This is an optimization exercise on Yosys and OpenROAD, whose aim is small area and a short achievable clock period, not a production implementation. Only simulation tests tie the RTL to the original design; equivalence was not proved. Power and IR drop assume default switching activity.

[flow/config.mk]
export PLATFORM = sky130hd
export DESIGN_NAME = shared_mem_ctrl
export DESIGN_NICKNAME = shared_mem_ctrl
export VERILOG_FILES = /design/flow/design.v
export SDC_FILE = /design/flow/constraint.sdc
export NUM_CORES = 4
export LEC_CHECK = 0
export CAP_MARGIN = 20
export CORE_MARGIN = 2
export CORE_UTILIZATION = 55
export CTS_CLUSTER_DIAMETER = 70
export CTS_CLUSTER_SIZE = 25
export SETUP_SLACK_MARGIN = 3.3
export SLEW_MARGIN = 20
[flow/constraint.sdc]
create_clock -name core_clock -period 6.0 [get_ports {clk}]
set_input_delay 1.2000 -clock core_clock [delete_from_list [all_inputs] [get_ports {clk}]]
set_output_delay 1.2000 -clock core_clock [all_outputs]
set_load 0.01 [all_outputs]
[flow/run.sh]
#!/bin/bash
# synth_recipe.tcl (not shown) runs the flow's synth.tcl, then flattens the netlist and writes it again
# the make line also repeats each setting of config.mk as NAME=value (left out here)
make -C /OpenROAD-flow-scripts/flow DESIGN_CONFIG=/design/flow/config.mk WORK_HOME=/design/flow/orfs CLKGATE_MAP_FILE= SYNTH_SCRIPT=/design/flow/synth_recipe.tcl finish
[flow/design.v]
package shared_mem_pkg;
  localparam logic [1:0] GNT_NONE = 2'b00;
  localparam logic [1:0] GNT1     = 2'b01;
  localparam logic [1:0] GNT2     = 2'b10;
  localparam logic [1:0] GNT3     = 2'b11;
  localparam int WAIT_MAX = 7;
  localparam int CNT_W    = 3;
  typedef enum logic [1:0] {
    S_IDLE = 2'b00,
    S_WAIT = 2'b01,
    S_ACK  = 2'b10
  } state_t;
  function automatic logic [2:0] ack_onehot(input logic [1:0] g);
    logic [2:0] a;
    a = 3'b000;
    case (g)
      GNT1:    a = 3'b001;
      GNT2:    a = 3'b010;
      GNT3:    a = 3'b100;
      default: a = 3'b000;
    endcase
    ack_onehot = a;
  endfunction
endpackage
module sp_ram #(
  parameter int DATA_W = 16
) (
  input  logic              clk,
  input  logic [7:0]        wra_hi,
  input  logic [7:0]        wra_hi_n,
  input  logic [7:0]        wrb_hi,
  input  logic [7:0]        wrb_hi_n,
  input  logic [7:0]        wr_lo,
  input  logic [7:0]        wr_lo_n,
  input  logic [DATA_W-1:0] wr_data,
  output logic [1:0]        ph,
  input  logic [63:0]       rd_sel0,
  input  logic [63:0]       rd_sel2,
  output logic [DATA_W-1:0] tap_word
);
  localparam int NG = 64;
  logic [DATA_W-1:0] ring [NG][4];
  always_ff @(posedge clk) ph <= ph + 2'd1;
  for (genvar g = 0; g < NG; g++) begin : g_ring
    logic wa, wa_n, wb, wb_n;
    assign wa   = wra_hi[g/8]   &  wr_lo[g%8];
    assign wa_n = wra_hi_n[g/8] |  wr_lo_n[g%8];
    assign wb   = wrb_hi[g/8]   &  wr_lo[g%8];
    assign wb_n = wrb_hi_n[g/8] |  wr_lo_n[g%8];
    always_ff @(posedge clk) begin
      ring[g][0] <= ~(({DATA_W{wa_n}} | wr_data) & ({DATA_W{wa}} | ring[g][3]));
      ring[g][1] <= ring[g][0];
      ring[g][2] <= ~(({DATA_W{wb_n}} | wr_data) & ({DATA_W{wb}} | ring[g][1]));
      ring[g][3] <= ring[g][2];
    end
  end
  always_comb begin
    tap_word = '0;
    for (int g = 0; g < NG; g++)
      tap_word = tap_word | ({DATA_W{rd_sel0[g]}} & ring[g][0])
                          | ({DATA_W{rd_sel2[g]}} & ring[g][2]);
  end
endmodule
module shared_mem_ctrl #(
  parameter int ADDR_W      = 8,
  parameter int DATA_W      = 16,
  parameter int WAIT_STATES = 2
) (
  input  logic                clk,
  input  logic                reset_n,
  input  logic [1:0]          grant,
  input  logic [2:0]          cpu_we,
  input  logic [3*ADDR_W-1:0] cpu_addr,
  input  logic [3*DATA_W-1:0] cpu_wdata,
  output logic [2:0]          cpu_ack,
  output logic [DATA_W-1:0]   rdata,
  output logic [1:0]          owner,
  output logic                busy
);
  logic              st1, st2;
  logic              sel_we;
  logic [ADDR_W-1:0] sel_addr;
  logic [DATA_W-1:0] sel_wdata;
  logic              start;
  logic              we_q;
  logic [ADDR_W-1:0] addr_q;
  logic [ADDR_W-1:0] addr_nx;
  logic [DATA_W-1:0] wdata_q;
  logic [1:0]        ph;
  logic [1:0]        pos_nx;
  logic              wr_go;
  logic [7:0]        wa_hi, wa_hi_n, wb_hi, wb_hi_n, w_lo, w_lo_n;
  logic [DATA_W-1:0] w_data;
  logic              wr_e2, wr_ok;
  logic [63:0]       sel0, sel2;
  logic              on_tap, on_tap0;
  logic [DATA_W-1:0] tap_word;
  logic [DATA_W-1:0] mid_word;
  logic              rd1;
  logic              use_mid, use_mid_n, use_tap, use_tap_n, use_old;
  always_comb begin
    sel_we    = 1'b0;
    sel_addr  = '0;
    sel_wdata = '0;
    case (grant)
      shared_mem_pkg::GNT1: begin
        sel_we    = cpu_we[0];
        sel_addr  = cpu_addr[0 +: ADDR_W];
        sel_wdata = cpu_wdata[0 +: DATA_W];
      end
      shared_mem_pkg::GNT2: begin
        sel_we    = cpu_we[1];
        sel_addr  = cpu_addr[ADDR_W +: ADDR_W];
        sel_wdata = cpu_wdata[DATA_W +: DATA_W];
      end
      shared_mem_pkg::GNT3: begin
        sel_we    = cpu_we[2];
        sel_addr  = cpu_addr[2*ADDR_W +: ADDR_W];
        sel_wdata = cpu_wdata[2*DATA_W +: DATA_W];
      end
      default: ;
    endcase
  end
  assign start = !busy && (grant != shared_mem_pkg::GNT_NONE);
  always_ff @(posedge clk) begin
    if (!busy) begin
      we_q    <= sel_we;
      addr_q  <= sel_addr;
      wdata_q <= sel_wdata;
    end
  end
  assign addr_nx = busy ? addr_q : sel_addr;
  assign pos_nx  = addr_nx[1:0] + ph + 2'd1;
  always_ff @(posedge clk or negedge reset_n) begin
    if (!reset_n) begin
      busy    <= 1'b0;
      st1     <= 1'b0;
      st2     <= 1'b0;
      owner   <= shared_mem_pkg::GNT_NONE;
      cpu_ack <= 3'b000;
    end else begin
      st1     <= start;
      st2     <= st1;
      cpu_ack <= st2 ? shared_mem_pkg::ack_onehot(owner) : 3'b000;
      if (start) begin
        busy  <= 1'b1;
        owner <= grant;
      end else if (busy && !st1 && !st2) begin
        busy  <= 1'b0;
        owner <= shared_mem_pkg::GNT_NONE;
      end
    end
  end
  assign wr_go = (st1 || st2) && we_q && pos_nx[0];
  always_ff @(posedge clk) begin
    wa_hi   <= (wr_go && pos_nx[1]) ? (8'b1 << addr_q[7:5]) : 8'h00;
    wa_hi_n <= (wr_go && pos_nx[1]) ? ~(8'b1 << addr_q[7:5]) : 8'hff;
    wb_hi   <= (wr_go && !pos_nx[1]) ? (8'b1 << addr_q[7:5]) : 8'h00;
    wb_hi_n <= (wr_go && !pos_nx[1]) ? ~(8'b1 << addr_q[7:5]) : 8'hff;
    w_lo    <= 8'b1 << addr_q[4:2];
    w_lo_n  <= ~(8'b1 << addr_q[4:2]);
    w_data  <= pos_nx[1] ? wdata_q : ~wdata_q;
    wr_e2   <= st1;
  end
  assign wr_ok = !wr_e2 || st2;
  always_ff @(posedge clk) begin
    sel0     <= (pos_nx == 2'd0) ? (64'b1 << addr_nx[7:2]) : 64'b0;
    sel2     <= (pos_nx == 2'd2) ? (64'b1 << addr_nx[7:2]) : 64'b0;
    on_tap   <= !pos_nx[0];
    on_tap0  <= (pos_nx == 2'd0);
    mid_word <= tap_word;
  end
  assign rd1 = st1 && !we_q;
  always_ff @(posedge clk or negedge reset_n) begin
    if (!reset_n) begin
      use_mid   <= 1'b0;
      use_mid_n <= 1'b0;
      use_tap   <= 1'b0;
      use_tap_n <= 1'b0;
      use_old   <= 1'b0;
    end else begin
      use_mid   <= rd1 &&  on_tap && !on_tap0;
      use_mid_n <= rd1 &&  on_tap &&  on_tap0;
      use_tap   <= rd1 && !on_tap && (pos_nx != 2'd0);
      use_tap_n <= rd1 && !on_tap && (pos_nx == 2'd0);
      use_old   <= !rd1;
    end
  end
  always_ff @(posedge clk or negedge reset_n) begin
    if (!reset_n) rdata <= '0;
    else          rdata <= ({DATA_W{use_mid}}   &  mid_word) |
                           ({DATA_W{use_mid_n}} & ~mid_word) |
                           ({DATA_W{use_tap}}   &  tap_word) |
                           ({DATA_W{use_tap_n}} & ~tap_word) |
                           ({DATA_W{use_old}}   &  rdata);
  end
  sp_ram #(
    .DATA_W(DATA_W)
  ) u_ram (
    .clk     (clk),
    .wra_hi  (wa_hi & {8{wr_ok}}),
    .wra_hi_n(wa_hi_n | {8{!wr_ok}}),
    .wrb_hi  (wb_hi & {8{wr_ok}}),
    .wrb_hi_n(wb_hi_n | {8{!wr_ok}}),
    .wr_lo   (w_lo),
    .wr_lo_n (w_lo_n),
    .wr_data (w_data),
    .ph      (ph),
    .rd_sel0 (sel0),
    .rd_sel2 (sel2),
    .tap_word(tap_word)
  );
endmodule
==> run notes <==
## kinds of logic after synthesis
family                     share of synthesized area
buffers and inverters                        0.03528
AOI/OAI and AO/OA                             0.1843
xor gates and xnor gates                    0.001401
adders and majority gates                  0.0001053
DFF                                           0.7380
and+or+nand+nor                              0.03709
muxes                                       0.003855
## per-layer routing
metal	GRT usage	overflow
met5	0.4994	0
met4	0.7108	4
met3	0.7058	0
met2	0.8696	8
met1	0.7947	0
## synthesized netlist by cell type (3+ instances only)
library cell  number  area, µm²
a221o_1           17      170.2
nand4_1          129      807.0
edfxtp_1          17      510.5
nor3b_1            5      37.54
inv_1             22      82.58
o2bb2ai_1          5      43.79
a22o_1           372       3258
buf_1             21      78.83
buf_6              6      67.56
nor2_1           123      461.7
buf_2              7      35.03
or3_1            130      813.3
nor3_1            84      420.4
nand2_1           53      198.9
nor2b_1           25      156.4
or2_2              3      18.77
or3b_1             4      35.03
clkbuf_1        1046       3926
nand2b_1           8      50.05
a221oi_1         368       3223
a21oi_1           10      50.05
a21o_1             3      22.52
and3_1           130      813.3
a22oi_1          290       2177
o21ai_0           19      95.09
nand3_1           74      370.4
o22ai_1         2048      12810
dfxtp_1         4317      86420
mux2_2             5      56.30
nor4_1            33      206.5
xnor2_1           18      157.7
mux2i_1           39      390.4
dfrtp_1           29      725.7
## what timing repair did
item,in CTS
pin swaps,54
endpoints found under the setup margin,1501
endpoints found under the hold margin,0
cloned,7
gates resized for setup,585
buffers inserted,32
## how the worst max path moves through the flow
| stage | start | slack (ps) | depth (start not counted) | end |
|---|---|---|---|---|
| after floorplan | grant[0] | 2800 | 13 | sel0[32] |
| after global placement | grant[1] | 1110 | 7 | sel0[29] |
| after detailed placement | grant[1] | 1210 | 7 | sel0[25] |
| after CTS | wr_e2 | 3120 | 4 | u_ram.ring[212][0] |
## power by group through the flow
| stage | Combinational [µW] | Clock, µW | Sequential, µW |
|---|---|---|---|
| floorplan | 6130 | 0 | 33000 |
| global placement | 10800 | 0 | 35900 |
| detailed placement | 10900 | 0 | 35900 |
| CTS | 12200 | 15700 | 35400 |
## stage by stage
step                total power, µW  instance area [µm²]  setup WS [ps]
floorplan                     39180               119200           2800
detailed placement            46830               122200           1209
global placement              46640               122100           1112
CTS                           63320               130800           3124
==> results_dict.tcl <==
set metrics [dict create \
    track_usage 0.7770 \
    error_line "[ERROR GRT-0116] Global routing finished with congestion. Check the congestion regions in the DRC Viewer." \
    rows 170 \
    clock-sinks 4363 \
    cts_made_buffers 202 \
    io_buffer_count 100 \
    pin_count 101 \
    ctsHoldBuffers 0 \
    synth_edf_count 17 \
    syn_avg_cell_area_um2 12.54 \
    grt_max_degree 129 \
    synthDistinctLibCells 43 \
    ys_ff_latch 4363 \
    start_util 0.5535 \
    grt_remaining_overflow 12 \
    placed_cells 11620 \
    yosysWarningCount 3 \
    status "stopped before the end" \
    root_buffer "clkbuf_16" \
    place.gp.congestion 1.318 \
    die-height_um 468.7 \
    synthCells 9470 \
    grt_pass1_vias 101100 \
    synthesis.nets 9550 \
    die_w_um 468.7 \
    syn_area_um2 118800 \
    hpwl_um 542000 \
    grt_pass1_wl_um 1109000 \
    ys.flop_type "dfxtp_1" \
    stop_stage "global routing (5_1_grt)" \
    synth-seq-area-share 0.7380 \
    clk_path_buf_depth 3 \
    htreeDepth 4 \
    async_flop_share 0.006647 \
]
